Background: an optimization exercise with open tools, aiming at small area, a short achievable clock period and few clock cycles. Do not read the settings as production practice. Function was checked by simulation only, so behaviour that the tests miss may differ from the original. Power figures rest on the tool's default switching activity, not on a simulated workload.

Setup of before:
==> flow/design.v <==
`default_nettype none
package shell_pkg;
    localparam int ADDR_W     = 20;
    localparam int DATA_W     = 32;
    localparam int STRB_W     = DATA_W / 8;
    localparam int N_IRQ      = 16;
    localparam int MGMT_OFS_W = 16;
    localparam logic [ADDR_W-1:0] REGION0_BASE = 20'h0_0000;
    localparam logic [ADDR_W-1:0] REGION0_MASK = 20'hC_0000;
    localparam logic [ADDR_W-1:0] REGION1_BASE = 20'h4_0000;
    localparam logic [ADDR_W-1:0] REGION1_MASK = 20'hF_0000;
    localparam logic [ADDR_W-1:0] REGION2_BASE = 20'h5_0000;
    localparam logic [ADDR_W-1:0] REGION2_MASK = 20'hF_0000;
    localparam logic [MGMT_OFS_W-1:0] FW_CTRL_OFS    = 16'h0000;
    localparam logic [MGMT_OFS_W-1:0] FW_BLOCKED_OFS = 16'h0004;
    localparam int EMU_NREGS      = 16;
    localparam int EMU_IRQ_IDX    = 0;
    localparam int EMU_FINISH_IDX = 1;
    typedef enum logic [1:0] {
        RESP_OKAY   = 2'd0,
        RESP_SLVERR = 2'd2,
        RESP_DECERR = 2'd3
    } axil_resp_e;
    typedef enum logic [1:0] {
        REG_EMU,
        REG_CLKGEN,
        REG_MGMT,
        REG_NONE
    } region_e;
    typedef enum logic [1:0] {
        ST_IDLE,
        ST_REQ,
        ST_WAIT,
        ST_RESP
    } xact_state_e;
    typedef struct packed {
        logic [ADDR_W-1:0] addr;
        logic              write;
        logic [DATA_W-1:0] wdata;
        logic [STRB_W-1:0] wstrb;
    } axil_req_t;
    typedef struct packed {
        logic [DATA_W-1:0] rdata;
        axil_resp_e        resp;
    } axil_rsp_t;
endpackage
`default_nettype wire
`default_nettype none
module shell_decode (
    input  logic [19:0] addr,
    input  logic        decouple,
    input  logic [15:0] vld,
    output logic        in_emu,
    output logic        in_mgmt,
    output logic        ofs_ctrl,
    output logic        ofs_blk,
    output logic        emu_ok,
    output logic        emu_blk,
    output logic [15:0] row,        
    output logic [15:0] sel_soft,   
    output logic [15:0] sel_lo,     
    output logic [15:0] sel_b0      
);
    assign in_emu   = (addr[19:18] == 2'b00);
    assign in_mgmt  = (addr[19:16] == 4'h5);
    assign ofs_ctrl = in_mgmt && (addr[15:0] == 16'h0000);
    assign ofs_blk  = in_mgmt && (addr[15:0] == 16'h0004);
    assign emu_ok   = in_emu && !decouple;
    assign emu_blk  = in_emu && decouple;
    for (genvar i = 0; i < 16; i++) begin : g_row
        assign row[i] = emu_ok && (addr[5:2] == i);
    end
    assign sel_soft = row & vld;
    assign sel_lo   = row & (vld | 16'h0001);
    assign sel_b0   = row & (vld | 16'h0003);
endmodule
`default_nettype wire
`default_nettype none
module shell_read (
    input  logic [15:0]  sel_soft,
    input  logic [15:0]  sel_lo,
    input  logic [15:0]  sel_b0,
    input  logic [511:0] regs,       
    input  logic         sel_cnt,
    input  logic [31:0]  cnt,
    input  logic         ctrl_bit,   
    output logic [31:0]  rdata
);
    for (genvar k = 0; k < 32; k++) begin : g_bit
        logic [15:0] col;
        logic [15:0] sel;
        for (genvar i = 0; i < 16; i++) begin : g_col
            assign col[i] = regs[32*i + k];
        end
        if (k == 0)
            assign sel = sel_b0;
        else if (k < 16)
            assign sel = sel_lo;
        else
            assign sel = sel_soft;
        if (k == 0)
            assign rdata[k] = (|(col & sel)) | (sel_cnt & cnt[k]) | ctrl_bit;
        else
            assign rdata[k] = (|(col & sel)) | (sel_cnt & cnt[k]);
    end
endmodule
`default_nettype wire
`default_nettype none
module shell_top (
    input  logic        aclk,
    input  logic        aresetn,
    input  logic        req_valid_i,
    input  logic [56:0] req_i,
    output logic        req_ready_o,
    output logic        rsp_valid_o,
    output logic [33:0] rsp_o,
    input  logic        rsp_ready_i,
    output logic [15:0] irq_o,
    output logic        finish_o
);
    logic [19:0] addr;
    logic        wr;
    logic [31:0] wdata;
    logic [3:0]  wstrb;
    logic [3:0]  idx;
    assign addr  = req_i[56:37];
    assign wr    = req_i[36];
    assign wdata = req_i[35:4];
    assign wstrb = req_i[3:0];
    assign idx   = addr[5:2];
    localparam logic [31:0] HARD0 = 32'h0000_FFFF;   
    localparam logic [31:0] HARD1 = 32'h0000_0001;   
    logic        rsp_valid_q;
    logic        rsp_idle_q;     
    logic        rsp_free;       
    logic [33:0] rsp_q;
    logic        decouple_q;
    logic [31:0] blocked_cnt_q;
    logic        blocked_inc_q;
    logic [31:0] blocked_cnt;    
    logic [15:0] vld_q;
    logic [31:0] dat_q [16];
    logic        accept;
    logic        in_emu, in_mgmt, ofs_ctrl, ofs_blk;
    logic        emu_ok, emu_blk;
    logic [15:0] row;            
    logic [15:0] sel_soft, sel_lo, sel_b0;
    logic [511:0] regs_flat;
    logic [31:0] rdata;
    logic [1:0]  resp;
    shell_decode u_decode (
        .addr     (addr),
        .decouple (decouple_q),
        .vld      (vld_q),
        .in_emu   (in_emu),
        .in_mgmt  (in_mgmt),
        .ofs_ctrl (ofs_ctrl),
        .ofs_blk  (ofs_blk),
        .emu_ok   (emu_ok),
        .emu_blk  (emu_blk),
        .row      (row),
        .sel_soft (sel_soft),
        .sel_lo   (sel_lo),
        .sel_b0   (sel_b0)
    );
    assign req_ready_o = rsp_idle_q || rsp_ready_i;
    assign rsp_free    = !rsp_valid_q || rsp_ready_i;
    assign accept      = req_valid_i && rsp_free;
    assign rsp_valid_o = rsp_valid_q;
    assign rsp_o       = rsp_q;
    for (genvar i = 0; i < 16; i++) begin : g_flat
        assign regs_flat[32*i +: 32] = dat_q[i];
    end
    shell_read u_read (
        .sel_soft (sel_soft),
        .sel_lo   (sel_lo),
        .sel_b0   (sel_b0),
        .regs     (regs_flat),
        .sel_cnt  (ofs_blk),
        .cnt      (blocked_cnt),
        .ctrl_bit (ofs_ctrl && decouple_q),
        .rdata    (rdata)
    );
    assign resp[1] = !(emu_ok || ofs_ctrl || ofs_blk);
    assign resp[0] = !(in_emu || in_mgmt);
    always_ff @(posedge aclk or negedge aresetn) begin
        if (!aresetn) begin
            rsp_valid_q <= 1'b0;
            rsp_idle_q  <= 1'b1;
        end else if (rsp_free) begin
            rsp_valid_q <= req_valid_i;
            rsp_idle_q  <= !req_valid_i;
        end
    end
    always_ff @(posedge aclk) begin
        if (rsp_free)
            rsp_q <= {rdata, resp};
    end
    assign blocked_cnt = blocked_cnt_q + {31'b0, blocked_inc_q};
    always_ff @(posedge aclk or negedge aresetn) begin
        if (!aresetn) begin
            decouple_q    <= 1'b0;
            blocked_inc_q <= 1'b0;
            blocked_cnt_q <= '0;
        end else begin
            if (accept && ofs_ctrl && wr && wstrb[0])
                decouple_q <= wdata[0];
            blocked_inc_q <= accept && emu_blk;
            blocked_cnt_q <= blocked_cnt;
        end
    end
    logic [31:0] wmask;
    logic [31:0] wval;
    logic [15:0] wrow;
    for (genvar b = 0; b < 4; b++) begin : g_mask
        assign wmask[8*b +: 8] = {8{wstrb[b]}};
    end
    assign wval = wdata & wmask;
    assign wrow = row & {16{accept && wr}};
    always_ff @(posedge aclk or negedge aresetn) begin
        if (!aresetn)
            vld_q <= '0;
        else
            vld_q <= vld_q | wrow;
    end
    for (genvar i = 0; i < 16; i++) begin : g_reg
        for (genvar k = 0; k < 32; k++) begin : g_bit
            if ((i == 0 && HARD0[k]) || (i == 1 && HARD1[k])) begin : g_hard
                always_ff @(posedge aclk or negedge aresetn) begin
                    if (!aresetn)
                        dat_q[i][k] <= 1'b0;
                    else if (wrow[i] && wstrb[k/8])
                        dat_q[i][k] <= wdata[k];
                end
            end else begin : g_soft
                always_ff @(posedge aclk) begin
                    if (wrow[i] && (wstrb[k/8] || !vld_q[i]))
                        dat_q[i][k] <= wval[k];
                end
            end
        end
    end
    assign irq_o    = dat_q[0][15:0];
    assign finish_o = dat_q[1][0];
endmodule
`default_nettype wire
==> flow/config.mk <==
export PLATFORM = sky130hd
export DESIGN_NAME = shell_top
export DESIGN_NICKNAME = shell_top
export VERILOG_FILES = /design/flow/design.v
export SDC_FILE = /design/flow/constraint.sdc
export NUM_CORES = 4
export LEC_CHECK = 0
export CAP_MARGIN = 20
export CORE_MARGIN = 2
export CORE_UTILIZATION = 40
export PLACE_DENSITY = 0.6
export SETUP_SLACK_MARGIN = 2.65
export SLEW_MARGIN = 20
export SYNTH_HIERARCHICAL = 1
export SYNTH_MINIMUM_KEEP_SIZE = 0
==> flow/constraint.sdc <==
create_clock -name core_clock -period 5.0 [get_ports {aclk}]
set_input_delay 1.0000 -clock core_clock [delete_from_list [all_inputs] [get_ports {aclk}]]
set_output_delay 1.0000 -clock core_clock [all_outputs]
set_load 0.01 [all_outputs]
standard.sh (not shown) runs the stock make flow with config.mk's settings and CLKGATE_MAP_FILE= SYNTH_SCRIPT=/design/flow/synth_recipe.tcl, a recipe that flattens the netlist after the stock synthesis.
==> flow/flow/run.sh <==
#!/bin/bash
# The standard layout, with plain buffers (not delay cells) on the ports
# and a clock tree of smaller buffers without dummy loads.
set -euo pipefail
export BUFFER_PORTS_ARGS="-buffer_cell sky130_fd_sc_hd__buf_2"
export CTS_ARGS="-sink_clustering_enable -repair_clock_nets -dont_use_dummy_load -buf_list {sky130_fd_sc_hd__clkbuf_8} -sink_clustering_size 16 -sink_clustering_max_diameter 60"
bash standard.sh > standard.log 2>&1
before went all the way through the flow, and no timing, DRC or antenna check failed.
Testbench counts of before, summed over its fixed seeds: cycles 2,408.
Input-level comparison between after and before:
Settings: SETUP_SLACK_MARGIN now 2.4, was 2.65.
- Compared with before, maximum frequency in after decreased by a few percent.
- after ended with less combinational share of power than before.
- after was carried through to the last stage, and its layout satisfied the timing, design-rule and antenna checks.
- The number of vias after detailed routing reported for after is smaller than that of before by 568.
- On after: portion of the clock cycle consumed by the worst path in the final layout is 2.4 points higher than what before gave.
- after: peak ir drop on the vdd network 5.1% above before

---

Starts from the design.v that is shown in full above.
==> flow/config.mk <==
export PLATFORM = sky130hd
export DESIGN_NAME = shell_top
export DESIGN_NICKNAME = shell_top
export VERILOG_FILES = /design/flow/design.v
export SDC_FILE = /design/flow/constraint.sdc
export NUM_CORES = 4
export LEC_CHECK = 0
export CAP_MARGIN = 20
export CORE_MARGIN = 2
export CORE_UTILIZATION = 40
export PLACE_DENSITY = 0.6
export SETUP_SLACK_MARGIN = 2.5
export SLEW_MARGIN = 20
export SYNTH_HIERARCHICAL = 1
export SYNTH_MINIMUM_KEEP_SIZE = 0
==> flow/constraint.sdc <==
create_clock -name core_clock -period 5.0 [get_ports {aclk}]
set_input_delay 1.0000 -clock core_clock [delete_from_list [all_inputs] [get_ports {aclk}]]
set_output_delay 1.0000 -clock core_clock [all_outputs]
set_load 0.01 [all_outputs]
Scripts as last shown in full above: flow/flow/run.sh
Testbench counts at the start, summed over its fixed seeds: cycles 2,408.
Rerun with:
--- a/flow/flow/run.sh
+++ b/flow/flow/run.sh
@@ -6,2 +6,3 @@
 export CTS_ARGS="-sink_clustering_enable -repair_clock_nets -dont_use_dummy_load -buf_list {sky130_fd_sc_hd__clkbuf_8} -sink_clustering_size 16 -sink_clustering_max_diameter 60"
+export REMOVE_ABC_BUFFERS=1
 bash standard.sh > standard.log 2>&1
Outcome: The new run produced a clean layout; register-to-register slack is worse by 50 ps; sequential share of layout area climbs by 1.5 points; critical path depth drops by 2.

==> separate check: timing with driven ports <==
No port has a modelled driver above. Below, the same layouts with a new extraction and two added sets of constraints. Step 1 sets driving cells, clkbuf_16 on the clock port and buf_2 on the other inputs (assumed; they add their load-dependent delay and slew). Step 2 times the ports against the registers' clock, not the clock port: input delays grow and output delays shrink by t, the midpoint of the rising clock arrivals with the driver on. a / b / c = ideal ports / drivers / drivers and shift; a / b = the first two.
run | shift t [ns] | setup WS [ns] | hold WS [ns] | worst setup path at the end | pins driven straight from the clock port
before | 0.690 | 2.405 / 2.426 / 1.737 | 0.497 / 0.473 / 0.497 | input to register | 1
after | 0.709 | 2.286 / 2.323 / 1.614 | 0.476 / 0.443 / 0.483 | input to register | 1
the first run of note 2 | 0.686 | 2.414 / 2.449 / 1.763 | 0.502 / 0.471 / 0.506 | input to register | 1
the second run of note 2 | 0.684 | 2.353 / 2.383 / 1.699 | 0.199 / 0.172 / 0.495 | input to register | 1
After both steps setup and hold are still met in every run listed. The setup slack of after, which loses most, moves by +0.037 ns with the drivers and by -0.672 ns with both steps.
